Background: an optimization exercise with open tools, aiming at small area, a short achievable clock period and few clock cycles per item. Do not read the settings as production practice. No functional check of the RTL was part of any run shown here. Power and IR drop assume default switching activity.

$ cat flow/standard.sh
#!/bin/bash
# synth_recipe.tcl (not shown) runs the flow's synth.tcl, then flattens the netlist and writes it again
# the make line also repeats each setting of config.mk as NAME=value (left out here)
make -C /OpenROAD-flow-scripts/flow DESIGN_CONFIG=/design/flow/config.mk WORK_HOME=/design/flow/orfs CLKGATE_MAP_FILE= SYNTH_SCRIPT=/design/flow/synth_recipe.tcl "${@:-finish}"
$ cat flow/constraint.sdc
create_clock -name core_clock -period 11.0 [get_ports {clk}]
set_input_delay 2.2000 -clock core_clock [delete_from_list [all_inputs] [get_ports {clk}]]
set_output_delay 2.2000 -clock core_clock [all_outputs]
set_load 0.01 [all_outputs]
$ cat flow/design.v
module vec_normalize (
  input  logic               clk,
  input  logic               rst,
  input  logic               in_valid,
  output logic               in_ready,
  input  logic signed [27:0] real_1,
  input  logic signed [27:0] imag_1,
  input  logic signed [27:0] real_2,
  input  logic signed [27:0] imag_2,
  input  logic signed [55:0] norm_in,
  output logic               out_valid,
  input  logic               out_ready,
  output logic signed [27:0] q_real_1,
  output logic signed [27:0] q_imag_1,
  output logic signed [27:0] q_real_2,
  output logic signed [27:0] q_imag_2,
  output logic               div_zero,
  output logic               sat
);
  function automatic logic [56:0] bk_add(input logic [55:0] a, input logic [55:0] b, input logic ci);
    logic [56:0] g, p;
    logic [55:0] s;
    g = {a & b, ci};
    p = {a ^ b, 1'b0};
    for (int l = 0; l < 6; l++)
      for (int i = 0; i <= 56; i++)
        if (((i + 1) % (2 << l)) == 0 && i >= (1 << l)) begin
          g[i] = g[i] | (p[i] & g[i - (1 << l)]);
          p[i] = p[i] & p[i - (1 << l)];
        end
    for (int l = 5; l >= 0; l--)
      for (int i = 0; i <= 56; i++)
        if (((i + 1) % (2 << l)) == (1 << l) && i >= (2 << l))
          g[i] = g[i] | (p[i] & g[i - (1 << l)]);
    s = a ^ b ^ g[55:0];
    bk_add = {g[56], s};
  endfunction
  logic [1:0]  sidx;       
  logic [1:0]  sidx_n;
  logic [1:0]  ycnt;       
  logic        acc;        
  logic [26:0] s_a;        
  logic        s_sg;
  logic [45:0] y;          
  logic        y_sg;
  logic [27:0] xsel;
  logic [45:0] mys, myc;    
  logic [56:0] msum;
  logic        yok, load;
  logic        itag;       
  assign sidx_n = load ? sidx + 2'd1 : sidx;
  always_comb begin
    case (sidx_n)
      2'd0: xsel = real_1;
      2'd1: xsel = imag_1;
      2'd2: xsel = real_2;
      default: xsel = imag_2;
    endcase
  end
  logic cs1, cs2, cs3, cs4, cs5, cs6, cs7, cs8, cs9, cs10, cs11, cs12, cs13, cs14, cs15, cs16, cs17, cs18, cs19, cs20, cs21, cs22, cs23, cs24, cs25, cs26, cs27, cs28, cs29, cs30, cs31, cs32, cs33, cs34, cs35, cs36, cs37, cs38, cs39, cs40, cs41, cs42, cs43, cs44, cs45, cs46, cs47, cs48, cs49, cs50, cs51, cs52, cs53, cs54, cs55, cs56, cs57, cs58, cs59, cs60, cs61, cs62, cs63, cs64, cs65, cs66, cs67, cs68, cs69, cs70, cs71, cs72, cs73, cs74, cs75, cs76, cs77, cs78, cs79, cs80, cs81, cs82, cs83, cs84, cs85, cs86, cs87, cs88, cs89, cs90, cs91, cs92, cs93, cs94, cs95, cs96, cs97, cs98, cs99, cs100, cs101, cs102, cs103, cs104, cs105, cs106, cs107, cs108, cs109, cs110, cs111, cs112, cs113, cs114, cs115, cs116, cs117, cs118, cs119, cs120, cs121, cs122, cs123, cs124, cs125, cs126, cs127, cs128, cs129, cs130, cs131, cs132, cs133, cs134, cs135, cs136, cs137, cs138, cs139, cs140, cs141, cs142, cs143, cs144, cs145, cs146, cs147, cs148, cs149, cs150, cs151, cs152, cs153, cs154, cs155, cs156, cs157, cs158, cs159, cs160, cs161, cs162, cs163, cs164, cs165, cs166, cs167, cs168, cs169, cs170, cs171, cs172, cs173, cs174, cs175, cs176, cs177, cs178, cs179, cs180, cs181, cs182, cs183, cs184, cs185, cs186, cs187, cs188, cs189, cs190, cs191, cs192, cs193, cs194, cs195, cs196, cs197, cs198, cs199, cs200, cs201, cs202, cs203, cs204, cs205, cs206, cs207, cs208, cs209, cs210, cs211, cs212, cs213, cs214, cs215, cs216, cs217, cs218, cs219, cs220, cs221, cs222, cs223, cs224, cs225, cs226, cs227, cs228, cs229, cs230, cs231, cs232, cs233, cs234, cs235, cs236, cs237, cs238, cs239, cs240, cs241, cs242, cs243, cs244, cs245, cs246, cs247, cs248, cs249, cs250, cs251, cs252, cs253, cs254, cs255, cs256, cs257, cs258, cs259, cs260;
  assign cs1 = s_a[0] ^ s_a[19];
  assign cs2 = s_a[0] & s_a[19];
  assign cs3 = s_a[1] ^ s_a[20];
  assign cs4 = s_a[1] & s_a[20];
  assign cs5 = s_a[2] ^ s_a[21];
  assign cs6 = s_a[2] & s_a[21];
  assign cs7 = s_a[3] ^ s_a[22];
  assign cs8 = s_a[3] & s_a[22];
  assign cs9 = s_a[4] ^ s_a[23];
  assign cs10 = s_a[4] & s_a[23];
  assign cs11 = s_a[5] ^ s_a[24];
  assign cs12 = s_a[5] & s_a[24];
  assign cs13 = s_a[6] ^ s_a[25];
  assign cs14 = s_a[6] & s_a[25];
  assign cs15 = s_a[7] ^ s_a[26];
  assign cs16 = s_a[7] & s_a[26];
  assign cs17 = s_a[11] ^ ~s_a[0];
  assign cs18 = s_a[11] & ~s_a[0];
  assign cs19 = s_a[12] ^ ~s_a[1];
  assign cs20 = s_a[12] & ~s_a[1];
  assign cs21 = s_a[13] ^ ~s_a[2];
  assign cs22 = s_a[13] & ~s_a[2];
  assign cs23 = s_a[14] ^ ~s_a[3];
  assign cs24 = s_a[14] & ~s_a[3];
  assign cs25 = s_a[15] ^ ~s_a[4];
  assign cs26 = s_a[15] & ~s_a[4];
  assign cs27 = s_a[16] ^ ~s_a[5];
  assign cs28 = s_a[16] & ~s_a[5];
  assign cs29 = s_a[17] ^ ~s_a[0] ^ ~s_a[6];
  assign cs30 = (s_a[17] & ~s_a[0]) | (s_a[17] & ~s_a[6]) | (~s_a[0] & ~s_a[6]);
  assign cs31 = ~s_a[8] ^ ~s_a[12];
  assign cs32 = ~s_a[8] & ~s_a[12];
  assign cs33 = s_a[18] ^ ~s_a[1] ^ ~s_a[7];
  assign cs34 = (s_a[18] & ~s_a[1]) | (s_a[18] & ~s_a[7]) | (~s_a[1] & ~s_a[7]);
  assign cs35 = ~s_a[9] ^ ~s_a[13];
  assign cs36 = ~s_a[9] & ~s_a[13];
  assign cs37 = ~s_a[2] ^ ~s_a[8] ^ ~s_a[10];
  assign cs38 = (~s_a[2] & ~s_a[8]) | (~s_a[2] & ~s_a[10]) | (~s_a[8] & ~s_a[10]);
  assign cs39 = ~s_a[14] ^ s_sg ^ cs1;
  assign cs40 = (~s_a[14] & s_sg) | (~s_a[14] & cs1) | (s_sg & cs1);
  assign cs41 = ~s_a[3] ^ ~s_a[9] ^ ~s_a[11];
  assign cs42 = (~s_a[3] & ~s_a[9]) | (~s_a[3] & ~s_a[11]) | (~s_a[9] & ~s_a[11]);
  assign cs43 = ~s_a[15] ^ cs2 ^ cs3;
  assign cs44 = (~s_a[15] & cs2) | (~s_a[15] & cs3) | (cs2 & cs3);
  assign cs45 = ~s_a[4] ^ ~s_a[10] ^ ~s_a[12];
  assign cs46 = (~s_a[4] & ~s_a[10]) | (~s_a[4] & ~s_a[12]) | (~s_a[10] & ~s_a[12]);
  assign cs47 = ~s_a[16] ^ cs4 ^ cs5;
  assign cs48 = (~s_a[16] & cs4) | (~s_a[16] & cs5) | (cs4 & cs5);
  assign cs49 = ~s_a[5] ^ ~s_a[11] ^ ~s_a[13];
  assign cs50 = (~s_a[5] & ~s_a[11]) | (~s_a[5] & ~s_a[13]) | (~s_a[11] & ~s_a[13]);
  assign cs51 = ~s_a[17] ^ cs6 ^ cs7;
  assign cs52 = (~s_a[17] & cs6) | (~s_a[17] & cs7) | (cs6 & cs7);
  assign cs53 = ~s_a[6] ^ ~s_a[12] ^ ~s_a[14];
  assign cs54 = (~s_a[6] & ~s_a[12]) | (~s_a[6] & ~s_a[14]) | (~s_a[12] & ~s_a[14]);
  assign cs55 = ~s_a[18] ^ cs8 ^ cs9;
  assign cs56 = (~s_a[18] & cs8) | (~s_a[18] & cs9) | (cs8 & cs9);
  assign cs57 = ~s_a[7] ^ ~s_a[13] ^ ~s_a[15];
  assign cs58 = (~s_a[7] & ~s_a[13]) | (~s_a[7] & ~s_a[15]) | (~s_a[13] & ~s_a[15]);
  assign cs59 = ~s_a[19] ^ cs10 ^ cs11;
  assign cs60 = (~s_a[19] & cs10) | (~s_a[19] & cs11) | (cs10 & cs11);
  assign cs61 = ~s_a[8] ^ ~s_a[14] ^ ~s_a[16];
  assign cs62 = (~s_a[8] & ~s_a[14]) | (~s_a[8] & ~s_a[16]) | (~s_a[14] & ~s_a[16]);
  assign cs63 = ~s_a[20] ^ cs12 ^ cs13;
  assign cs64 = (~s_a[20] & cs12) | (~s_a[20] & cs13) | (cs12 & cs13);
  assign cs65 = ~s_a[9] ^ ~s_a[15] ^ ~s_a[17];
  assign cs66 = (~s_a[9] & ~s_a[15]) | (~s_a[9] & ~s_a[17]) | (~s_a[15] & ~s_a[17]);
  assign cs67 = ~s_a[21] ^ cs14 ^ cs15;
  assign cs68 = (~s_a[21] & cs14) | (~s_a[21] & cs15) | (cs14 & cs15);
  assign cs69 = s_a[8] ^ ~s_a[10] ^ ~s_a[16];
  assign cs70 = (s_a[8] & ~s_a[10]) | (s_a[8] & ~s_a[16]) | (~s_a[10] & ~s_a[16]);
  assign cs71 = ~s_a[18] ^ ~s_a[22] ^ cs16;
  assign cs72 = (~s_a[18] & ~s_a[22]) | (~s_a[18] & cs16) | (~s_a[22] & cs16);
  assign cs73 = s_a[9] ^ ~s_a[11] ^ ~s_a[17];
  assign cs74 = (s_a[9] & ~s_a[11]) | (s_a[9] & ~s_a[17]) | (~s_a[11] & ~s_a[17]);
  assign cs75 = ~s_a[19] ^ ~s_a[23];
  assign cs76 = ~s_a[19] & ~s_a[23];
  assign cs77 = s_a[10] ^ ~s_a[12] ^ ~s_a[18];
  assign cs78 = (s_a[10] & ~s_a[12]) | (s_a[10] & ~s_a[18]) | (~s_a[12] & ~s_a[18]);
  assign cs79 = ~s_a[20] ^ ~s_a[24];
  assign cs80 = ~s_a[20] & ~s_a[24];
  assign cs81 = s_a[11] ^ ~s_a[13] ^ ~s_a[19];
  assign cs82 = (s_a[11] & ~s_a[13]) | (s_a[11] & ~s_a[19]) | (~s_a[13] & ~s_a[19]);
  assign cs83 = ~s_a[21] ^ ~s_a[25];
  assign cs84 = ~s_a[21] & ~s_a[25];
  assign cs85 = s_a[12] ^ ~s_a[14] ^ ~s_a[20];
  assign cs86 = (s_a[12] & ~s_a[14]) | (s_a[12] & ~s_a[20]) | (~s_a[14] & ~s_a[20]);
  assign cs87 = ~s_a[22] ^ ~s_a[26];
  assign cs88 = ~s_a[22] & ~s_a[26];
  assign cs89 = s_a[13] ^ ~s_a[15] ^ ~s_a[21];
  assign cs90 = (s_a[13] & ~s_a[15]) | (s_a[13] & ~s_a[21]) | (~s_a[15] & ~s_a[21]);
  assign cs91 = ~s_a[23] ^ 1'b1;
  assign cs92 = ~s_a[23] & 1'b1;
  assign cs93 = s_a[14] ^ ~s_a[16] ^ ~s_a[22];
  assign cs94 = (s_a[14] & ~s_a[16]) | (s_a[14] & ~s_a[22]) | (~s_a[16] & ~s_a[22]);
  assign cs95 = ~s_a[24] ^ 1'b1;
  assign cs96 = ~s_a[24] & 1'b1;
  assign cs97 = s_a[15] ^ ~s_a[17] ^ ~s_a[23];
  assign cs98 = (s_a[15] & ~s_a[17]) | (s_a[15] & ~s_a[23]) | (~s_a[17] & ~s_a[23]);
  assign cs99 = ~s_a[25] ^ 1'b1;
  assign cs100 = ~s_a[25] & 1'b1;
  assign cs101 = s_a[16] ^ ~s_a[18] ^ ~s_a[24];
  assign cs102 = (s_a[16] & ~s_a[18]) | (s_a[16] & ~s_a[24]) | (~s_a[18] & ~s_a[24]);
  assign cs103 = ~s_a[26] ^ 1'b1;
  assign cs104 = ~s_a[26] & 1'b1;
  assign cs105 = s_a[17] ^ ~s_a[19];
  assign cs106 = s_a[17] & ~s_a[19];
  assign cs107 = s_a[18] ^ ~s_a[20];
  assign cs108 = s_a[18] & ~s_a[20];
  assign cs109 = s_a[9] ^ ~s_a[0];
  assign cs110 = s_a[9] & ~s_a[0];
  assign cs111 = s_a[10] ^ ~s_a[1];
  assign cs112 = s_a[10] & ~s_a[1];
  assign cs113 = ~s_a[2] ^ ~s_a[6] ^ ~s_sg;
  assign cs114 = (~s_a[2] & ~s_a[6]) | (~s_a[2] & ~s_sg) | (~s_a[6] & ~s_sg);
  assign cs115 = ~s_a[3] ^ ~s_a[7] ^ cs18;
  assign cs116 = (~s_a[3] & ~s_a[7]) | (~s_a[3] & cs18) | (~s_a[7] & cs18);
  assign cs117 = ~s_a[4] ^ ~s_a[8] ^ cs20;
  assign cs118 = (~s_a[4] & ~s_a[8]) | (~s_a[4] & cs20) | (~s_a[8] & cs20);
  assign cs119 = ~s_a[5] ^ ~s_a[9] ^ cs22;
  assign cs120 = (~s_a[5] & ~s_a[9]) | (~s_a[5] & cs22) | (~s_a[9] & cs22);
  assign cs121 = ~s_a[6] ^ ~s_a[10] ^ cs24;
  assign cs122 = (~s_a[6] & ~s_a[10]) | (~s_a[6] & cs24) | (~s_a[10] & cs24);
  assign cs123 = ~s_a[7] ^ ~s_a[11] ^ cs26;
  assign cs124 = (~s_a[7] & ~s_a[11]) | (~s_a[7] & cs26) | (~s_a[11] & cs26);
  assign cs125 = ~s_sg ^ cs28 ^ cs29;
  assign cs126 = (~s_sg & cs28) | (~s_sg & cs29) | (cs28 & cs29);
  assign cs127 = cs30 ^ cs32 ^ cs33;
  assign cs128 = (cs30 & cs32) | (cs30 & cs33) | (cs32 & cs33);
  assign cs129 = cs34 ^ cs36 ^ cs37;
  assign cs130 = (cs34 & cs36) | (cs34 & cs37) | (cs36 & cs37);
  assign cs131 = cs38 ^ cs40 ^ cs41;
  assign cs132 = (cs38 & cs40) | (cs38 & cs41) | (cs40 & cs41);
  assign cs133 = cs42 ^ cs44 ^ cs45;
  assign cs134 = (cs42 & cs44) | (cs42 & cs45) | (cs44 & cs45);
  assign cs135 = cs46 ^ cs48 ^ cs49;
  assign cs136 = (cs46 & cs48) | (cs46 & cs49) | (cs48 & cs49);
  assign cs137 = cs50 ^ cs52 ^ cs53;
  assign cs138 = (cs50 & cs52) | (cs50 & cs53) | (cs52 & cs53);
  assign cs139 = cs54 ^ cs56 ^ cs57;
  assign cs140 = (cs54 & cs56) | (cs54 & cs57) | (cs56 & cs57);
  assign cs141 = cs58 ^ cs60 ^ cs61;
  assign cs142 = (cs58 & cs60) | (cs58 & cs61) | (cs60 & cs61);
  assign cs143 = cs62 ^ cs64 ^ cs65;
  assign cs144 = (cs62 & cs64) | (cs62 & cs65) | (cs64 & cs65);
  assign cs145 = cs66 ^ cs68 ^ cs69;
  assign cs146 = (cs66 & cs68) | (cs66 & cs69) | (cs68 & cs69);
  assign cs147 = cs70 ^ cs72 ^ cs73;
  assign cs148 = (cs70 & cs72) | (cs70 & cs73) | (cs72 & cs73);
  assign cs149 = cs74 ^ cs76 ^ cs77;
  assign cs150 = (cs74 & cs76) | (cs74 & cs77) | (cs76 & cs77);
  assign cs151 = cs78 ^ cs80 ^ cs81;
  assign cs152 = (cs78 & cs80) | (cs78 & cs81) | (cs80 & cs81);
  assign cs153 = cs82 ^ cs84 ^ cs85;
  assign cs154 = (cs82 & cs84) | (cs82 & cs85) | (cs84 & cs85);
  assign cs155 = cs86 ^ cs88 ^ cs89;
  assign cs156 = (cs86 & cs88) | (cs86 & cs89) | (cs88 & cs89);
  assign cs157 = cs90 ^ cs92 ^ cs93;
  assign cs158 = (cs90 & cs92) | (cs90 & cs93) | (cs92 & cs93);
  assign cs159 = cs94 ^ cs96 ^ cs97;
  assign cs160 = (cs94 & cs96) | (cs94 & cs97) | (cs96 & cs97);
  assign cs161 = cs98 ^ cs100 ^ cs101;
  assign cs162 = (cs98 & cs100) | (cs98 & cs101) | (cs100 & cs101);
  assign cs163 = ~s_a[25] ^ cs102 ^ cs104;
  assign cs164 = (~s_a[25] & cs102) | (~s_a[25] & cs104) | (cs102 & cs104);
  assign cs165 = ~s_a[26] ^ 1'b1 ^ cs106;
  assign cs166 = (~s_a[26] & 1'b1) | (~s_a[26] & cs106) | (1'b1 & cs106);
  assign cs167 = s_a[19] ^ ~s_a[21];
  assign cs168 = s_a[19] & ~s_a[21];
  assign cs169 = s_a[20] ^ ~s_a[22];
  assign cs170 = s_a[20] & ~s_a[22];
  assign cs171 = s_a[21] ^ ~s_a[23];
  assign cs172 = s_a[21] & ~s_a[23];
  assign cs173 = s_a[22] ^ ~s_a[24];
  assign cs174 = s_a[22] & ~s_a[24];
  assign cs175 = s_a[23] ^ ~s_a[25];
  assign cs176 = s_a[23] & ~s_a[25];
  assign cs177 = s_a[24] ^ ~s_a[26];
  assign cs178 = s_a[24] & ~s_a[26];
  assign cs179 = s_a[5] ^ ~s_a[0];
  assign cs180 = s_a[5] & ~s_a[0];
  assign cs181 = s_a[6] ^ ~s_a[1];
  assign cs182 = s_a[6] & ~s_a[1];
  assign cs183 = s_a[7] ^ ~s_a[2];
  assign cs184 = s_a[7] & ~s_a[2];
  assign cs185 = s_a[8] ^ ~s_a[3];
  assign cs186 = s_a[8] & ~s_a[3];
  assign cs187 = ~s_a[4] ^ ~s_sg ^ cs109;
  assign cs188 = (~s_a[4] & ~s_sg) | (~s_a[4] & cs109) | (~s_sg & cs109);
  assign cs189 = ~s_a[5] ^ cs110 ^ cs111;
  assign cs190 = (~s_a[5] & cs110) | (~s_a[5] & cs111) | (cs110 & cs111);
  assign cs191 = cs17 ^ cs112 ^ cs113;
  assign cs192 = (cs17 & cs112) | (cs17 & cs113) | (cs112 & cs113);
  assign cs193 = cs19 ^ cs114 ^ cs115;
  assign cs194 = (cs19 & cs114) | (cs19 & cs115) | (cs114 & cs115);
  assign cs195 = cs21 ^ cs116 ^ cs117;
  assign cs196 = (cs21 & cs116) | (cs21 & cs117) | (cs116 & cs117);
  assign cs197 = cs23 ^ cs118 ^ cs119;
  assign cs198 = (cs23 & cs118) | (cs23 & cs119) | (cs118 & cs119);
  assign cs199 = cs25 ^ cs120 ^ cs121;
  assign cs200 = (cs25 & cs120) | (cs25 & cs121) | (cs120 & cs121);
  assign cs201 = cs27 ^ cs122 ^ cs123;
  assign cs202 = (cs27 & cs122) | (cs27 & cs123) | (cs122 & cs123);
  assign cs203 = cs31 ^ cs124 ^ cs125;
  assign cs204 = (cs31 & cs124) | (cs31 & cs125) | (cs124 & cs125);
  assign cs205 = cs35 ^ cs126 ^ cs127;
  assign cs206 = (cs35 & cs126) | (cs35 & cs127) | (cs126 & cs127);
  assign cs207 = cs39 ^ cs128 ^ cs129;
  assign cs208 = (cs39 & cs128) | (cs39 & cs129) | (cs128 & cs129);
  assign cs209 = cs43 ^ cs130 ^ cs131;
  assign cs210 = (cs43 & cs130) | (cs43 & cs131) | (cs130 & cs131);
  assign cs211 = cs47 ^ cs132 ^ cs133;
  assign cs212 = (cs47 & cs132) | (cs47 & cs133) | (cs132 & cs133);
  assign cs213 = cs51 ^ cs134 ^ cs135;
  assign cs214 = (cs51 & cs134) | (cs51 & cs135) | (cs134 & cs135);
  assign cs215 = cs55 ^ cs136 ^ cs137;
  assign cs216 = (cs55 & cs136) | (cs55 & cs137) | (cs136 & cs137);
  assign cs217 = cs59 ^ cs138 ^ cs139;
  assign cs218 = (cs59 & cs138) | (cs59 & cs139) | (cs138 & cs139);
  assign cs219 = cs63 ^ cs140 ^ cs141;
  assign cs220 = (cs63 & cs140) | (cs63 & cs141) | (cs140 & cs141);
  assign cs221 = cs67 ^ cs142 ^ cs143;
  assign cs222 = (cs67 & cs142) | (cs67 & cs143) | (cs142 & cs143);
  assign cs223 = cs71 ^ cs144 ^ cs145;
  assign cs224 = (cs71 & cs144) | (cs71 & cs145) | (cs144 & cs145);
  assign cs225 = cs75 ^ cs146 ^ cs147;
  assign cs226 = (cs75 & cs146) | (cs75 & cs147) | (cs146 & cs147);
  assign cs227 = cs79 ^ cs148 ^ cs149;
  assign cs228 = (cs79 & cs148) | (cs79 & cs149) | (cs148 & cs149);
  assign cs229 = cs83 ^ cs150 ^ cs151;
  assign cs230 = (cs83 & cs150) | (cs83 & cs151) | (cs150 & cs151);
  assign cs231 = cs87 ^ cs152 ^ cs153;
  assign cs232 = (cs87 & cs152) | (cs87 & cs153) | (cs152 & cs153);
  assign cs233 = cs91 ^ cs154 ^ cs155;
  assign cs234 = (cs91 & cs154) | (cs91 & cs155) | (cs154 & cs155);
  assign cs235 = cs95 ^ cs156 ^ cs157;
  assign cs236 = (cs95 & cs156) | (cs95 & cs157) | (cs156 & cs157);
  assign cs237 = cs99 ^ cs158 ^ cs159;
  assign cs238 = (cs99 & cs158) | (cs99 & cs159) | (cs158 & cs159);
  assign cs239 = cs103 ^ cs160 ^ cs161;
  assign cs240 = (cs103 & cs160) | (cs103 & cs161) | (cs160 & cs161);
  assign cs241 = cs105 ^ cs162 ^ cs163;
  assign cs242 = (cs105 & cs162) | (cs105 & cs163) | (cs162 & cs163);
  assign cs243 = cs107 ^ cs164 ^ cs165;
  assign cs244 = (cs107 & cs164) | (cs107 & cs165) | (cs164 & cs165);
  assign cs245 = cs108 ^ cs166 ^ cs167;
  assign cs246 = (cs108 & cs166) | (cs108 & cs167) | (cs166 & cs167);
  assign cs247 = 1'b1 ^ cs168 ^ cs169;
  assign cs248 = (1'b1 & cs168) | (1'b1 & cs169) | (cs168 & cs169);
  assign cs249 = 1'b1 ^ cs170 ^ cs171;
  assign cs250 = (1'b1 & cs170) | (1'b1 & cs171) | (cs170 & cs171);
  assign cs251 = 1'b1 ^ cs172 ^ cs173;
  assign cs252 = (1'b1 & cs172) | (1'b1 & cs173) | (cs172 & cs173);
  assign cs253 = 1'b1 ^ cs174 ^ cs175;
  assign cs254 = (1'b1 & cs174) | (1'b1 & cs175) | (cs174 & cs175);
  assign cs255 = 1'b1 ^ cs176 ^ cs177;
  assign cs256 = (1'b1 & cs176) | (1'b1 & cs177) | (cs176 & cs177);
  assign cs257 = s_a[25] ^ cs178;
  assign cs258 = s_a[25] & cs178;
  assign cs259 = s_a[26] ^ 1'b1;
  assign cs260 = s_a[26] & 1'b1;
  assign mys = {cs258, cs256, cs254, cs252, cs250, cs248, cs246, cs244, cs242, cs240, cs238, cs236, cs234, cs232, cs230, cs228, cs226, cs224, cs222, cs220, cs218, cs216, cs214, cs212, cs210, cs208, cs206, cs204, cs202, cs200, cs198, cs196, cs194, cs192, cs190, cs188, cs186, cs184, cs182, cs180, ~s_sg, s_a[4], s_a[3], s_a[2], s_a[1], s_a[0]};
  assign myc = {cs259, cs257, cs255, cs253, cs251, cs249, cs247, cs245, cs243, cs241, cs239, cs237, cs235, cs233, cs231, cs229, cs227, cs225, cs223, cs221, cs219, cs217, cs215, cs213, cs211, cs209, cs207, cs205, cs203, cs201, cs199, cs197, cs195, cs193, cs191, cs189, cs187, cs185, cs183, cs181, cs179, 1'b0, 1'b0, 1'b0, 1'b0, s_sg};
  assign msum = {11'd0, mys} + {11'd0, myc};
  assign in_ready = acc;
  assign yok = ~acc & ycnt[1];    
  always_ff @(posedge clk) begin
    s_a  <= xsel[26:0] ^ {27{xsel[27]}};
    s_sg <= xsel[27];
    y    <= msum[45:0];
    y_sg <= s_sg;
    if (rst) begin
      sidx <= '0;
      ycnt <= '0;
      acc  <= 1'b0;
      itag <= 1'b0;
    end else begin
      if (acc) begin
        if (in_valid) begin
          acc  <= 1'b0;
          ycnt <= '0;
        end
      end else if (load) begin
        sidx <= sidx_n;
        ycnt <= 2'd1;
        if (sidx == 2'd3) begin
          acc  <= 1'b1;
          itag <= ~itag;
        end
      end else if (!in_valid) begin
        ycnt <= '0;
      end else if (!ycnt[1]) begin
        ycnt <= ycnt + 2'd1;
      end
    end
  end
  logic [5:0]  nmsb_in;    
  logic        big_in, dz_in;
  logic [63:0]  lzv;
  logic [383:0] lzi;
  always_comb begin
    lzv = {10'd0, norm_in[53:0]};
    lzi = '0;
    for (int lv = 0; lv < 6; lv++)
      for (int i = 0; i < (64 >> (lv + 1)); i++) begin
        lzi[6*i +: 6] = lzv[2*i+1] ? (lzi[6*(2*i+1) +: 6] | 6'(1 << lv)) : lzi[6*(2*i) +: 6];
        lzv[i] = lzv[2*i+1] | lzv[2*i];
      end
    nmsb_in = lzi[5:0];
  end
  assign dz_in  = norm_in[55] | (norm_in == '0);
  assign big_in = dz_in | norm_in[54];
  logic [1:0]        run, fin, ld, free, xfer, last, satd;
  logic [1:0][4:0]   j;          
  logic [1:0][52:0]  r;          
  logic [1:0][8:0]   l;          
  logic [1:0][15:0]  qp;         
  logic [1:0]        c_sg, c_sat;
  logic [1:0][1:0]   cidx;       
  logic [1:0][53:0]  t, d;
  logic [1:0]        ge, z3, z8, sk3, sk8;
  logic [1:0][15:0]  qp_n;
  logic [1:0][53:0]  nrm;        
  logic [1:0][5:0]   nmsb;       
  logic [1:0]        big, dz, ctag;
  logic [1:0][54:0]  sm;         
  logic [1:0]        wv, wsg, wsat, wdz, wbw, wtag;
  logic              otag;       
  logic [1:0][15:0]  wq;
  logic [1:0][1:0]   widx;
  logic [1:0][16:0]  wdat;
  logic              ov, vfree;
  for (genvar u = 0; u < 2; u++) begin : g_div
    logic [56:0] dsum;
    logic [15:0] mag;
    assign t[u] = {r[u], l[u][8]};
    assign dsum = {3'd0, t[u]} - {3'd0, nrm[u]};
    assign d[u] = dsum[53:0];
    assign ge[u] = ~dsum[55] & ~big[u];    
    always_comb begin
      sm[u][54] = big[u];
      for (int i = 0; i < 54; i++) sm[u][i] = big[u] | (6'(i) <= nmsb[u]);
    end
    always_comb begin
      z3[u] = 1'b1;
      z8[u] = 1'b1;
      for (int i = 0; i < 53; i++) begin
        if (i + 4 <= 54) begin
          if (r[u][i] & ~sm[u][i+4]) z3[u] = 1'b0;
        end else if (r[u][i]) z3[u] = 1'b0;
        if (i + 9 <= 54) begin
          if (r[u][i] & ~sm[u][i+9]) z8[u] = 1'b0;
        end else if (r[u][i]) z8[u] = 1'b0;
      end
    end
    assign sk8[u]  = (j[u] >= 5'd8) & z8[u];
    assign sk3[u]  = ~sk8[u] & (j[u] >= 5'd3) & z3[u];
    assign last[u] = run[u] & (j[u] == 5'd0);
    assign satd[u] = run[u] & ~sk8[u] & ~sk3[u] & (j[u] == 5'd16) & ge[u];
    assign wbw[u]  = wv[u] & ~ov & (wtag[u] == otag);
    assign xfer[u] = (last[u] | fin[u]) & (~wv[u] | wbw[u]);
    assign free[u] = (~run[u] & ~fin[u]) | xfer[u];
    always_comb begin
      qp_n[u] = qp[u];
      if (run[u]) begin
        if (sk8[u])      qp_n[u] = {qp[u][7:0], 8'd0};
        else if (sk3[u]) qp_n[u] = {qp[u][12:0], 3'd0};
        else             qp_n[u] = {qp[u][14:0], ge[u]};
      end
    end
    assign mag = wsat[u] ? 16'hffff : wq[u];
    assign wdat[u] = wsg[u] ? 17'(-{1'b0, mag}) : {1'b0, mag};
    always_ff @(posedge clk) begin
      if (ld[u]) begin
        r[u] <= {7'd0, y[45:9]};
        l[u] <= y[8:0];
        j[u] <= 5'd16;
      end else if (sk8[u]) begin
        r[u] <= {r[u][44:0], l[u][8:1]};
        l[u] <= {l[u][0], 8'd0};
        j[u] <= j[u] - 5'd8;
      end else if (sk3[u]) begin
        r[u] <= {r[u][49:0], l[u][8:6]};
        l[u] <= {l[u][5:0], 3'd0};
        j[u] <= j[u] - 5'd3;
      end else begin
        r[u] <= ge[u] ? d[u][52:0] : t[u][52:0];
        l[u] <= {l[u][7:0], 1'b0};
        j[u] <= j[u] - 5'd1;
      end
      qp[u] <= qp_n[u];
      if (satd[u]) c_sat[u] <= 1'b1;
      if (ld[u]) begin
        c_sg[u]  <= y_sg;
        c_sat[u] <= 1'b0;
        cidx[u]  <= sidx;
        ctag[u]  <= itag;
        nrm[u]   <= norm_in[53:0];
        nmsb[u]  <= nmsb_in;
        big[u]   <= big_in;
        dz[u]    <= dz_in;
      end
      if (xfer[u]) begin
        wq[u]   <= qp_n[u];
        wsg[u]  <= c_sg[u];
        wsat[u] <= c_sat[u];
        wdz[u]  <= dz[u];
        widx[u] <= cidx[u];
        wtag[u] <= ctag[u];
      end
      if (rst) begin
        run[u] <= 1'b0;
        fin[u] <= 1'b0;
        wv[u]  <= 1'b0;
      end else begin
        wv[u] <= xfer[u] | (wv[u] & ~wbw[u]);
        if (ld[u]) begin
          run[u] <= 1'b1;
          fin[u] <= 1'b0;
        end else begin
          if (run[u] & (last[u] | satd[u])) run[u] <= 1'b0;
          fin[u] <= satd[u] | ((fin[u] | last[u]) & ~xfer[u]);
        end
      end
    end
  end
  assign ld[0] = yok & free[0];
  assign ld[1] = yok & ~free[0] & free[1];
  assign load  = ld[0] | ld[1];
  logic [3:0][16:0] ob;
  logic [2:0]       wcnt;       
  logic [2:0]       wcnt_n;
  logic             osat, odz;
  assign wcnt_n = wcnt + {2'd0, wbw[0]} + {2'd0, wbw[1]};
  always_ff @(posedge clk) begin
    for (int k = 0; k < 4; k++) begin
      if (wbw[0] & (widx[0] == 2'(k)))      ob[k] <= wdat[0];
      else if (wbw[1] & (widx[1] == 2'(k))) ob[k] <= wdat[1];
    end
    if (wbw[0] | wbw[1]) begin
      odz  <= wbw[0] ? wdz[0] : wdz[1];
      osat <= ((wcnt != 3'd0) & osat) | (wbw[0] & wsat[0]) | (wbw[1] & wsat[1]);
    end
    if (rst) begin
      wcnt <= '0;
      ov   <= 1'b0;
      otag <= 1'b0;
    end else if (ov) begin
      if (out_ready) begin
        ov   <= 1'b0;
        wcnt <= '0;
        otag <= ~otag;
      end
    end else begin
      wcnt <= wcnt_n;
      ov   <= wcnt_n[2];
    end
  end
  assign out_valid = ov;
  assign q_real_1  = {{11{ob[0][16]}}, ob[0]};
  assign q_imag_1  = {{11{ob[1][16]}}, ob[1]};
  assign q_real_2  = {{11{ob[2][16]}}, ob[2]};
  assign q_imag_2  = {{11{ob[3][16]}}, ob[3]};
  assign div_zero  = odz;
  assign sat       = osat;
endmodule
$ cat flow/config.mk
export PLATFORM = sky130hd
export DESIGN_NAME = vec_normalize
export DESIGN_NICKNAME = vec_normalize
export VERILOG_FILES = /design/flow/design.v
export SDC_FILE = /design/flow/constraint.sdc
export NUM_CORES = 4
export LEC_CHECK = 0
export CAP_MARGIN = 20
export CORE_MARGIN = 2
export CORE_UTILIZATION = 40
export SLEW_MARGIN = 20
$ cat flow/flow/run.sh
#!/bin/bash
# The standard flow, with its timing repair aimed at a period well below the
# clock's and plain buffers on the ports; make's output goes to standard.log,
# each ORFS step's to its own log under orfs/logs.
bash standard.sh SETUP_SLACK_MARGIN=7.5 TNS_END_PERCENT=100 CORE_UTILIZATION=40 CTS_CLUSTER_SIZE=30 CTS_CLUSTER_DIAMETER=60 \
  "BUFFER_PORTS_ARGS=-buffer_cell sky130_fd_sc_hd__buf_2" finish > standard.log 2>&1
==> results of run 1 <==
==> worst max-delay path by stage <==
stage / from / to / slack [ps] / cells past startpoint
after global routing: s_a[21] / y[43] / 6320 / 19
after floorplan: s_a[2] / y[43] / 6520 / 19
final: s_a[21] / y[43] / 6440 / 19
after detailed placement: run[0] / s_a[25] / 5710 / 10
after CTS: s_a[2] / y[43] / 6420 / 19
after global placement: run[0] / s_a[18] / 5780 / 10
==> worst max-delay path: stages, from the launching register on <==
cell and delay, ps:
dfxtp_4 380, ha_4 260, inv_2 30, fa_2 330, inv_2 60, fa_1 420, fa_1 550, ha_4 220
a21o_1 170, a21o_1 170, a21o_1 170, a41oi_2 200, a31oi_4 70, a31oi_4 210, o221a_4 230, o21ai_2 70
or4_4 440, a31o_4 230, a21oi_2 120, xnor2_1 140
==> layout by cell type (no fill, tap or decap), types with 20 or more instances in the layout <==
cell type  count
nor2_1       323
a21oi_1      312
nand2_1      294
inv_1        279
edfxtp_1     246
buf_2        234
o21ai_0      210
dfxtp_1      187
ha_1         171
buf_4        162
buf_6        117
xnor2_1      106
a21o_1       100
xor2_1        74
fa_1          74
clkbuf_16     65
mux2i_1       60
o21ai_1       58
o22ai_1       53
nand3_1       49
nor3_1        47
a21oi_2       43
o211ai_1      43
o21ai_2       37
dfxtp_2       37
dfxtp_4       36
nand2_2       35
buf_12        35
o21bai_1      34
a31oi_1       31
and3_1        29
nand4_1       29
a221oi_2      29
nor2b_1       27
nand2b_1      26
ha_4          23
buf_16        21
a221oi_1      20
==> registers in the layout (all words and copies together) (netlist names), 3 cells and up <==
name,flops
qp,32
y,46
r,106
j,10
wcnt,3
nrm,108
cidx,4
nmsb,12
wq,32
l,18
s_a,27
widx,4
ob,68
==> repair_timing <==
item,4_1_cts,5_1_grt
setup endpoints to repair,424,389
pin swaps,157,179
gates resized for setup,433,451
setup buffers,148,93
gates cloned,31,20
==> layer usage <==
| metal | up-vias | global-route usage [%] | part of all wire (%) |
|---|---|---|---|
| li1 | 14950 | - | - |
| met1 | 15610 | 36.62 | 39 |
| met2 | 1926 | 43.73 | 44 |
| met3 | 486 | 3.900 | 9.1 |
| met4 | 8 | 18.33 | 7.5 |
| met5 | - | 0 | 0.038 |
==> area by class of cell <==
type | instances | area share [%]
clock inverter | 40 | 1.400
timing repair inverter | 1 | 0.01667
antenna | 2 | 0.01111
tap | 1144 | 3.178
sequential | 506 | 28.36
multi-input combinational | 2857 | 49.11
clock buffer | 51 | 2.786
timing repair buffer | 596 | 12.43
inverter | 311 | 2.708
==> metrics by stage <==
step	power (mW)	utilization (%)	instance area (um2)	instances
floorplan	8.647	-	34680	3895
global placement	10.56	43.02	36690	5123
detailed placement	10.60	43.02	36690	5123
CTS	14.08	49.37	42110	5393
global route	16.35	52.81	45040	5506
finish	15.43	52.81	45040	5508
==> cells by family (layout without fill, tap and decap cells) <==
| family | after synthesis | count (layout) |
|---|---|---|
| fa+ha+maj | 293 | 293 |
| other cells | 0 | 2 |
| mux | 99 | 101 |
| flops | 506 | 506 |
| simple gates | 1021 | 1026 |
| compound gates | 1251 | 1252 |
| buf+inv | 540 | 999 |
| xor+xnor | 185 | 185 |
==> power groups by stage <==
stage	registers, mW	clock network [mW]	logic [mW]
2_1_floorplan	2.85	0	5.80
3_3_place_gp	3.41	0	7.16
3_5_place_dp	3.39	0	7.21
4_1_cts	3.38	1.97	8.73
5_1_grt	3.49	2.05	10.8
6_report	3.52	1.96	9.95
==> out/qor.yml, run 1 <==
outcome:
  outcome: "timing/DRC/antenna clean"
worst_hold_path:
  min_from: "c_sg[1]"
  hold_path_class: "flip-flop to flip-flop"
  worstHoldPathCells: 0
  holdPathEnd: "wsg[1]"
power_and_ir_drop:
  switchingPower_mw: 7.020
  power_density_mw_per_mm2: 342.7
  p_seq_share_pct: 22.8
  leakage_nw: 18.91
  p_sw_share_pct: 45.49
  cell_internal_pwr_mw: 8.413
  combPwrFrac_pct: 64.5
  peakVddDrop_uv: 353.2
  p_clk_share_pct: 12.7
critical_path:
  required_ps: 11530
  start_kind: "flip-flop"
  r2r-end: "y[43]"
  crit_path_end_kind: "flip-flop"
  r2r_cells: 19
  r2r_start: "s_a[21]"
  critPathKind: "flip-flop to flip-flop"
  crit_arrival_ps: 5100
  r2r_slack_ps: 6440
  crit_fanout: 2
global_routing:
  track_usage_pct: 28.11
  grt_pass1_wl_mm: 192.3
  grt-ovfl-total: 0
  first_global_vias: 30790
  antenna_found_initial: 7
  grt_max_degree: 75
floorplanning:
  io_pins: 288
  die_h_um: 297.5
  rows: 107
  die_width_um: 297.5
  dieArea_mm2: 0.08852
  start_util_pct: 40.41
  core_mm2: 0.08528
timing:
  clock-skew-final_ps: 34.46
  drv_slew: 0
  worstMarginPinSlew_ps: 1143
  hold_ws_ps: 414.9
  post-route-min-period_ps: 4564
  rsz0062_at_grt: "true"
  fin_ws_ps: 6436
  slew_headroom_pct: 23.59
  setup_viol: 0
  timing.final.crit_share_pct: 41.49
  setup_tns_ps: 0
  fmax_ghz: 0.2191
  finalHoldViolCount: 0
logic_synthesis:
  synth_xor_area_share_pct: 4.701
  synth_top_family_by_area: "compound AO/OA/AOI/OAI gates"
  synth_edf_count: 246
  synth_mux_area_share_pct: 3.420
  yosys_warnings: 1
  syn_area_per_cell_um2: 8.848
  syn_area_mm2: 0.03446
  synth_cell_types: 91
  synth-seq-area-share_pct: 36.54
  synth_flop_cell: "dfxtp_1"
  ys_ff_latch: 506
  yosysMostFrequentCell: "a21oi_1"
  synth_top_cell_area_share_pct: 21.43
  synthAdderAreaFrac_pct: 12.51
  yosys-top-cells-count: "a21oi_1, nor2_1, nand2_1, inv_1, o21ai_0"
  async_reset_ff_share_pct: 0
  synth_fp_nets: 4357
  synth.area.top_cells: "edfxtp_1, dfxtp_1, ha_1"
  synth_compound_area_share_pct: 22.93
  syn_inst: 3895
  yosys.area_share.simple_pct: 13.32
  yosysTopAreaCell: "edfxtp_1"
clock_network:
  path_clk_slew_ps: 80
  ctsHoldBuffers: 0
  cts_tree: "yes"
  htree_levels: 2
  worstSkewPairLatency_ps: 640
  cts.sinks: 506
  clk_path_buf_depth: 3
  cts_root_buf: "clkbuf_16"
  cts_buffers: 49
final_layout:
  area_growth_pct: 30.69
  register_area_mm2: 0.01277
  multi_input_area_mm2: 0.02212
  num-fill-cells: 7651
  drive_above_1_share_pct: 28.20
  nets: 4784
detailed_routing:
  drtIter0Drc: 3504
  drt_wl_total_mm: 135.3
  drc_errors: 0
  routedWlPerCell_um: 24.56
  ant_nets: 0
  vias: 32980
  drt_pass1_iterations: 6
  routed_via_density: 5.987
place:
  gp_congestion: 1.004
  dpl.hpwl_mm: 91.91
  dp_slack_ps: 5707
  port_buffers: 287
run:
  max_cap_violations: 0
==> run 2: changes to the inputs <==
--- a/flow/design.v
+++ b/flow/design.v
@@ -1,3 +1,3 @@
-module vec_normalize (
+module vec_normalize #(parameter int NU = 3) (
   input  logic               clk,
   input  logic               rst,
@@ -42,9 +42,9 @@
   logic [26:0] s_a;        
   logic        s_sg;
-  logic [45:0] y;          
+  logic [45:0] ys, yc;     
   logic        y_sg;
   logic [27:0] xsel;
   logic [45:0] mys, myc;    
-  logic [56:0] msum;
+  logic [56:0] msum;       
   logic        yok, load;
   logic        itag;       
@@ -321,5 +321,5 @@
   assign mys = {cs258, cs256, cs254, cs252, cs250, cs248, cs246, cs244, cs242, cs240, cs238, cs236, cs234, cs232, cs230, cs228, cs226, cs224, cs222, cs220, cs218, cs216, cs214, cs212, cs210, cs208, cs206, cs204, cs202, cs200, cs198, cs196, cs194, cs192, cs190, cs188, cs186, cs184, cs182, cs180, ~s_sg, s_a[4], s_a[3], s_a[2], s_a[1], s_a[0]};
   assign myc = {cs259, cs257, cs255, cs253, cs251, cs249, cs247, cs245, cs243, cs241, cs239, cs237, cs235, cs233, cs231, cs229, cs227, cs225, cs223, cs221, cs219, cs217, cs215, cs213, cs211, cs209, cs207, cs205, cs203, cs201, cs199, cs197, cs195, cs193, cs191, cs189, cs187, cs185, cs183, cs181, cs179, 1'b0, 1'b0, 1'b0, 1'b0, s_sg};
-  assign msum = {11'd0, mys} + {11'd0, myc};
+  assign msum = bk_add({10'd0, ys}, {10'd0, yc}, 1'b0);
   assign in_ready = acc;
   assign yok = ~acc & ycnt[1];    
@@ -327,5 +327,6 @@
     s_a  <= xsel[26:0] ^ {27{xsel[27]}};
     s_sg <= xsel[27];
-    y    <= msum[45:0];
+    ys   <= mys;
+    yc   <= myc;
     y_sg <= s_sg;
     if (rst) begin
@@ -370,29 +371,29 @@
   assign dz_in  = norm_in[55] | (norm_in == '0);
   assign big_in = dz_in | norm_in[54];
-  logic [1:0]        run, fin, ld, free, xfer, last, satd;
-  logic [1:0][4:0]   j;          
-  logic [1:0][52:0]  r;          
-  logic [1:0][8:0]   l;          
-  logic [1:0][15:0]  qp;         
-  logic [1:0]        c_sg, c_sat;
-  logic [1:0][1:0]   cidx;       
-  logic [1:0][53:0]  t, d;
-  logic [1:0]        ge, z3, z8, sk3, sk8;
-  logic [1:0][15:0]  qp_n;
-  logic [1:0][53:0]  nrm;        
-  logic [1:0][5:0]   nmsb;       
-  logic [1:0]        big, dz, ctag;
-  logic [1:0][54:0]  sm;         
-  logic [1:0]        wv, wsg, wsat, wdz, wbw, wtag;
+  logic [NU-1:0]        run, fin, ld, free, xfer, last, satd;
+  logic [NU-1:0][4:0]   j;          
+  logic [NU-1:0][52:0]  r;          
+  logic [NU-1:0][8:0]   l;          
+  logic [NU-1:0][15:0]  qp;         
+  logic [NU-1:0]        c_sg, c_sat;
+  logic [NU-1:0][1:0]   cidx;       
+  logic [NU-1:0][53:0]  t, d;
+  logic [NU-1:0]        ge, z3, z8, sk3, sk8;
+  logic [NU-1:0][15:0]  qp_n;
+  logic [NU-1:0][53:0]  nrm;        
+  logic [NU-1:0][5:0]   nmsb;       
+  logic [NU-1:0]        big, dz, ctag;
+  logic [NU-1:0][54:0]  sm;         
+  logic [NU-1:0]        wv, wsg, wsat, wdz, wbw, wtag;
   logic              otag;       
-  logic [1:0][15:0]  wq;
-  logic [1:0][1:0]   widx;
-  logic [1:0][16:0]  wdat;
+  logic [NU-1:0][15:0]  wq;
+  logic [NU-1:0][1:0]   widx;
+  logic [NU-1:0][16:0]  wdat;
   logic              ov, vfree;
-  for (genvar u = 0; u < 2; u++) begin : g_div
+  for (genvar u = 0; u < NU; u++) begin : g_div
     logic [56:0] dsum;
     logic [15:0] mag;
     assign t[u] = {r[u], l[u][8]};
-    assign dsum = {3'd0, t[u]} - {3'd0, nrm[u]};
+    assign dsum = bk_add({2'd0, t[u]}, {2'b11, ~nrm[u]}, 1'b1);
     assign d[u] = dsum[53:0];
     assign ge[u] = ~dsum[55] & ~big[u];    
@@ -432,6 +433,6 @@
     always_ff @(posedge clk) begin
       if (ld[u]) begin
-        r[u] <= {7'd0, y[45:9]};
-        l[u] <= y[8:0];
+        r[u] <= {7'd0, msum[45:9]};
+        l[u] <= msum[8:0];
         j[u] <= 5'd16;
       end else if (sk8[u]) begin
@@ -484,20 +485,28 @@
     end
   end
-  assign ld[0] = yok & free[0];
-  assign ld[1] = yok & ~free[0] & free[1];
-  assign load  = ld[0] | ld[1];
+  always_comb begin
+    logic taken;
+    taken = 1'b0;
+    for (int u = 0; u < NU; u++) begin
+      ld[u] = yok & free[u] & ~taken;
+      taken = taken | free[u];
+    end
+  end
+  assign load  = |ld;
   logic [3:0][16:0] ob;
   logic [2:0]       wcnt;       
   logic [2:0]       wcnt_n;
   logic             osat, odz;
-  assign wcnt_n = wcnt + {2'd0, wbw[0]} + {2'd0, wbw[1]};
+  always_comb begin
+    wcnt_n = wcnt;
+    for (int u = 0; u < NU; u++) wcnt_n = wcnt_n + {2'd0, wbw[u]};
+  end
   always_ff @(posedge clk) begin
-    for (int k = 0; k < 4; k++) begin
-      if (wbw[0] & (widx[0] == 2'(k)))      ob[k] <= wdat[0];
-      else if (wbw[1] & (widx[1] == 2'(k))) ob[k] <= wdat[1];
-    end
-    if (wbw[0] | wbw[1]) begin
-      odz  <= wbw[0] ? wdz[0] : wdz[1];
-      osat <= ((wcnt != 3'd0) & osat) | (wbw[0] & wsat[0]) | (wbw[1] & wsat[1]);
+    for (int k = 0; k < 4; k++)
+      for (int u = 0; u < NU; u++)
+        if (wbw[u] & (widx[u] == 2'(k))) ob[k] <= wdat[u];
+    if (|wbw) begin
+      for (int u = 0; u < NU; u++) if (wbw[u]) odz <= wdz[u];
+      osat <= ((wcnt != 3'd0) & osat) | (|(wbw & wsat));
     end
     if (rst) begin
==> flow/flow/run.sh (replaced) <==
#!/bin/bash
# The standard flow, with its timing repair aimed at a period well below the
# clock's and plain buffers on the ports; make's output goes to standard.log,
# each ORFS step's to its own log under orfs/logs.
bash standard.sh SETUP_SLACK_MARGIN=7.5 TNS_END_PERCENT=100 CORE_UTILIZATION=40 \
  "BUFFER_PORTS_ARGS=-buffer_cell sky130_fd_sc_hd__buf_2" finish > standard.log 2>&1
==> run 2 against run 1 <==
First-iteration DRC count up 37%. Final cell count increased by 27%. Cell area rose by 32%. Clock power increased by about 50%. Synthesized area increased by 37%. Sequential cell count is 216 higher. Clock skew rose by 5.3 ps. Routed wire length is 35% higher. Setup slack improved by 650 ps. Die area grew 37%. Largest cell class unchanged. Highest routed layer unchanged.
==> out/qor.yml, run 2 <==
power_and_ir_drop:
  p_total_mw: 16.02  # was 15.43 mW
  power_density_mw_per_mm2: 270.0  # was 342.7 mW/mm2
  peakVddDrop_uv: 288.6  # was 353.2 uV
  leakage_nw: 24.10  # was 18.91 nW
timing:
  worstMarginPinSlew_ps: 1137  # was 1143 ps
  fmax_ghz: 0.2553  # was 0.2191 GHz
  timing.final.crit_share_pct: 35.60  # was 41.49%
  setup_tns_ps: 0  # unchanged
  slew_headroom_pct: 23.68  # was 23.59%
  post-route-min-period_ps: 3916  # was 4564 ps
  rsz0062_at_grt: "true"  # unchanged
  hold_ws_ps: 415.9  # was 414.9 ps
  finalHoldViolCount: 0  # unchanged
  clock-skew-final_ps: 39.77  # was 34.46 ps
  drv_slew: 0  # unchanged
  setup_viol: 0  # unchanged
floorplanning:
  dieArea_mm2: 0.1212  # was 0.08852 mm2
  core_mm2: 0.1178  # was 0.08528 mm2
  die_width_um: 348.1  # was 297.5 um
  start_util_pct: 40.22  # was 40.41%
  die_h_um: 348.1  # was 297.5 um
  io_pins: 288  # unchanged
  rows: 126  # was 107
logic_synthesis:
  syn_area_mm2: 0.04736  # was 0.03446 mm2
  synth_edf_count: 334  # was 246
  synth.area.top_cells: "edfxtp_1, dfxtp_1, fa_1"  # was edfxtp_1, dfxtp_1, ha_1
  synth-seq-area-share_pct: 37.58  # was 36.54%
  yosysMostFrequentCell: "inv_1"  # was a21oi_1
  yosysTopAreaCell: "edfxtp_1"  # unchanged
  synth_top_cell_area_share_pct: 21.18  # was 21.43%
  synth_fp_nets: 5565  # was 4357
  syn_area_per_cell_um2: 9.578  # was 8.848 um2
  synth_cell_types: 103  # was 91
  yosys-top-cells-count: "inv_1, nor2_1, dfxtp_1, edfxtp_1, nand2_1"  # was a21oi_1, nor2_1, nand2_1, inv_1, o21ai_0
  syn_inst: 4945  # was 3895
  async_reset_ff_share_pct: 0  # unchanged
  yosys_warnings: 1  # unchanged
  ys_ff_latch: 722  # was 506
  synth_flop_cell: "dfxtp_1"  # unchanged
final_layout:
  fin_util_pct: 50.40  # was 52.81%
  fin_cells: 6972  # was 5508
  nets: 5979  # was 4784
  final_common_cell: "inv_1"  # was nor2_1
  largest_register_ffs: 162  # was 108
  area_growth_pct: 25.33  # was 30.69%
  num-fill-cells: 10550  # was 7651
  largest_register: "nrm"  # unchanged
  mostFrequentLayoutCells: "inv_1, nor2_1, edfxtp_1"  # was nor2_1, a21oi_1, nand2_1
  top_regs: "nrm x162, r x159, ob x68"  # was nrm x108, r x106, ob x68
  drive_above_1_share_pct: 24.53  # was 28.20%
critical_path:
  r2r_start: "nrm[109]"  # was s_a[21]
  critPathKind: "flip-flop to flip-flop"  # unchanged
  worst-path-buf-inv: 1  # was 2
  crit_start: "nrm[109]"  # was s_a[21]
  cpPeakStageDelay_ps: 440  # was 550 ps
  critPathTopFamily: "compound AO/OA/AOI/OAI gates"  # was adder cells
  required_ps: 11560  # was 11530 ps
  crit_fanout: 3  # was 2
  crit_arrival_ps: 4480  # was 5100 ps
  start_kind: "flip-flop"  # unchanged
  cpMaxStageDelayCell: "edfxtp_1"  # was fa_1
  crit_path_end_kind: "flip-flop"  # unchanged
  path_cells: "inv_1 -> ha_1 -> nand2b_1 -> a21oi_2 -> o21ai_2 -> a311oi_4 -> o211ai_1 -> a211o_1 -> nand2_1 -> a31oi_2 -> o21bai_1 -> a21oi_2 -> fa_2 -> xnor2_2 -> nand2_1 -> a21oi_1 -> a2111oi_2 -> nor3_1"  # was ha_4 -> inv_2 -> fa_2 -> inv_2 -> fa_1 -> fa_1 -> ha_4 -> a21o_1 -> a21o_1 -> a21o_1 -> a41oi_2 -> a31oi_4 -> a31oi_4 -> o221a_4 -> o21ai_2 -> or4_4 -> a31o_4 -> a21oi_2 -> xnor2_1
detailed_routing:
  routed_via_density: 6.089  # was 5.987
  routedWlPerCell_um: 26.26  # was 24.56 um
  drtIter0Drc: 4794  # was 3504
  vias: 42460  # was 32980
  ant_nets: 0  # unchanged
  drc_errors: 0  # unchanged
  drt_wl_total_mm: 183.1  # was 135.3 mm
  drt_pass1_iterations: 6  # unchanged
place:
  port_buffers: 287  # unchanged
  dpl.hpwl_mm: 124.5  # was 91.91 mm
  gp_congestion: 0.9962  # was 1.004
  dp.cells: 6539  # was 5123
global_routing:
  grt-ovfl-total: 0  # unchanged
  track_usage_pct: 28.96  # was 28.11%
  grt-busiest-layer: "met2"  # unchanged
  first_global_vias: 40580  # was 30790
  grt_pass1_wl_mm: 265.9  # was 192.3 mm
  met2_usage_pct: 44.32  # was 43.73%
  grt_max_degree: 68  # was 75
  gr-usage-met1_pct: 38.21  # was 36.62%
  grt_use_met3_pct: 4.924  # was 3.900%
  antenna_found_initial: 12  # was 7
worst_hold_path:
  min_from: "c_sg[1]"  # unchanged
  hold_path_class: "flip-flop to flip-flop"  # unchanged
run:
  max_cap_violations: 0  # unchanged
clock_network:
  path_clk_slew_ps: 70  # was 80 ps
  cts_root_buf: "clkbuf_16"  # unchanged
  worstSkewPairLatency_ps: 680  # was 640 ps
  ctsHoldBuffers: 0  # unchanged
  cts_buffers: 84  # was 49
  cts.sinks: 722  # was 506
  htree_levels: 3  # was 2
  clk_path_buf_depth: 3  # unchanged
  cts_tree: "yes"  # unchanged
outcome:
  outcome: "timing/DRC/antenna clean"  # unchanged
-- run 2: cell types whose count changed after synthesis, moves of 38 or more --
cell / previous run / this run
nor2_1: 349 / 397
edfxtp_1: 246 / 334
inv_1: 306 / 486
a31oi_1: 41 / 79
o21ai_0: 288 / 222
fa_1: 87 / 184
o22ai_1: 57 / 128
a21oi_1: 366 / 300
dfxtp_1: 260 / 388
a22oi_1: 11 / 64
ha_1: 203 / 264
mux2i_1: 66 / 224
-- run 2: kinds of logic after synthesis --
logic type | Yosys count | synth area share [%]
AO/OA/AOI/OAI | 1395 | 19.82
XOR/XNOR | 164 | 3.033
adder cells (fa/ha/maj) | 455 | 14.90
buffers and inverters | 780 | 6.866
flip-flops | 722 | 37.58
multiplexers | 276 | 6.620
AND/OR/NAND/NOR | 1153 | 11.18
-- run 2: layout make-up --
| type | count | area, um2 | share of cell area (%) |
|---|---|---|---|
| inverter | 489 | 1909 | 3.217 |
| clock inverter | 46 | 519.2 | 0.8748 |
| timing repair inverter | 3 | 25.02 | 0.04216 |
| multi-input combinational | 3446 | 29130 | 49.07 |
| clock buffer | 110 | 2346 | 3.952 |
| sequential | 722 | 17940 | 30.23 |
| antenna | 7 | 17.52 | 0.02951 |
| timing repair buffer | 613 | 5548 | 9.346 |
| tap | 1536 | 1922 | 3.238 |
-- run 2: layer usage --
metal  up-vias  wire length, um
li1      18860                -
met1     20560            72790
met2      2474            79870
met3       553            17170
met4         8            13210
met5         -               56
-- run 2: metrics by stage --
| step | setup slack (ps) | area (um2) |
|---|---|---|
| after detailed placement | 6068 | 49950 |
| after floorplan | 7266 | 47430 |
| final | 7084 | 59360 |
| after global placement | 6056 | 49950 |
| after global routing | 7005 | 59350 |
| after CTS | 7193 | 57130 |
-- run 2: final timing paths --
path                            endpoint  slack (ps)  cells after the start
worst min-delay path              wsg[1]         420                      0
worst min register to register    wsg[1]         420                      0
worst max register to register    r[156]        7080                     18
worst max-delay path              r[156]        7080                     18
-- run 2: power by group --
group          leakage [nW]  switching (mW)  internal (mW)  total (mW)
Clock                  1.38            1.24           1.71        2.94
Sequential             6.27            1.18           3.50        4.68
Combinational          16.4            4.73           3.66        8.40
-- run 2: repair_timing --
| action | 4_1_cts | 5_1_grt |
|---|---|---|
| resized for setup | 519 | 322 |
| cloned | 25 | 10 |
| hold endpoints to repair | 0 | 0 |
| pin swaps | 126 | 151 |
| buffers inserted | 159 | 75 |
| setup endpoints to repair | 548 | 387 |

## port drivers added, routing unchanged
The flow's constraints put no driver on any port. The routed layouts listed below were extracted and timed again, unchanged, in two steps.
Step 1 assumes that a clkbuf_16 drives the clock port and a buf_2 every other input.
Step 2 times the ports against the registers' clock, not the clock port: input delays grow and output delays shrink by t, the midpoint of the rising clock arrivals with the driver on.
Slacks: ideal ports / drivers / drivers and shift; pairs: ideal ports / drivers.
| run | shift t [ns] | setup WS [ns] | hold WS [ns] | worst setup path at the end |
|---|---|---|---|---|
| run 1 | 0.692 | 6.436 / 6.436 / 6.436 | 0.415 / 0.415 / 0.415 | register to register |
| run 2 | 0.734 | 7.084 / 7.084 / 6.647 | 0.416 / 0.416 / 0.416 | input to register |
After both steps every run listed still meets setup and hold. The setup slack of run 2, which loses most, moves by 0.000 ns with the drivers and by -0.437 ns with both steps.
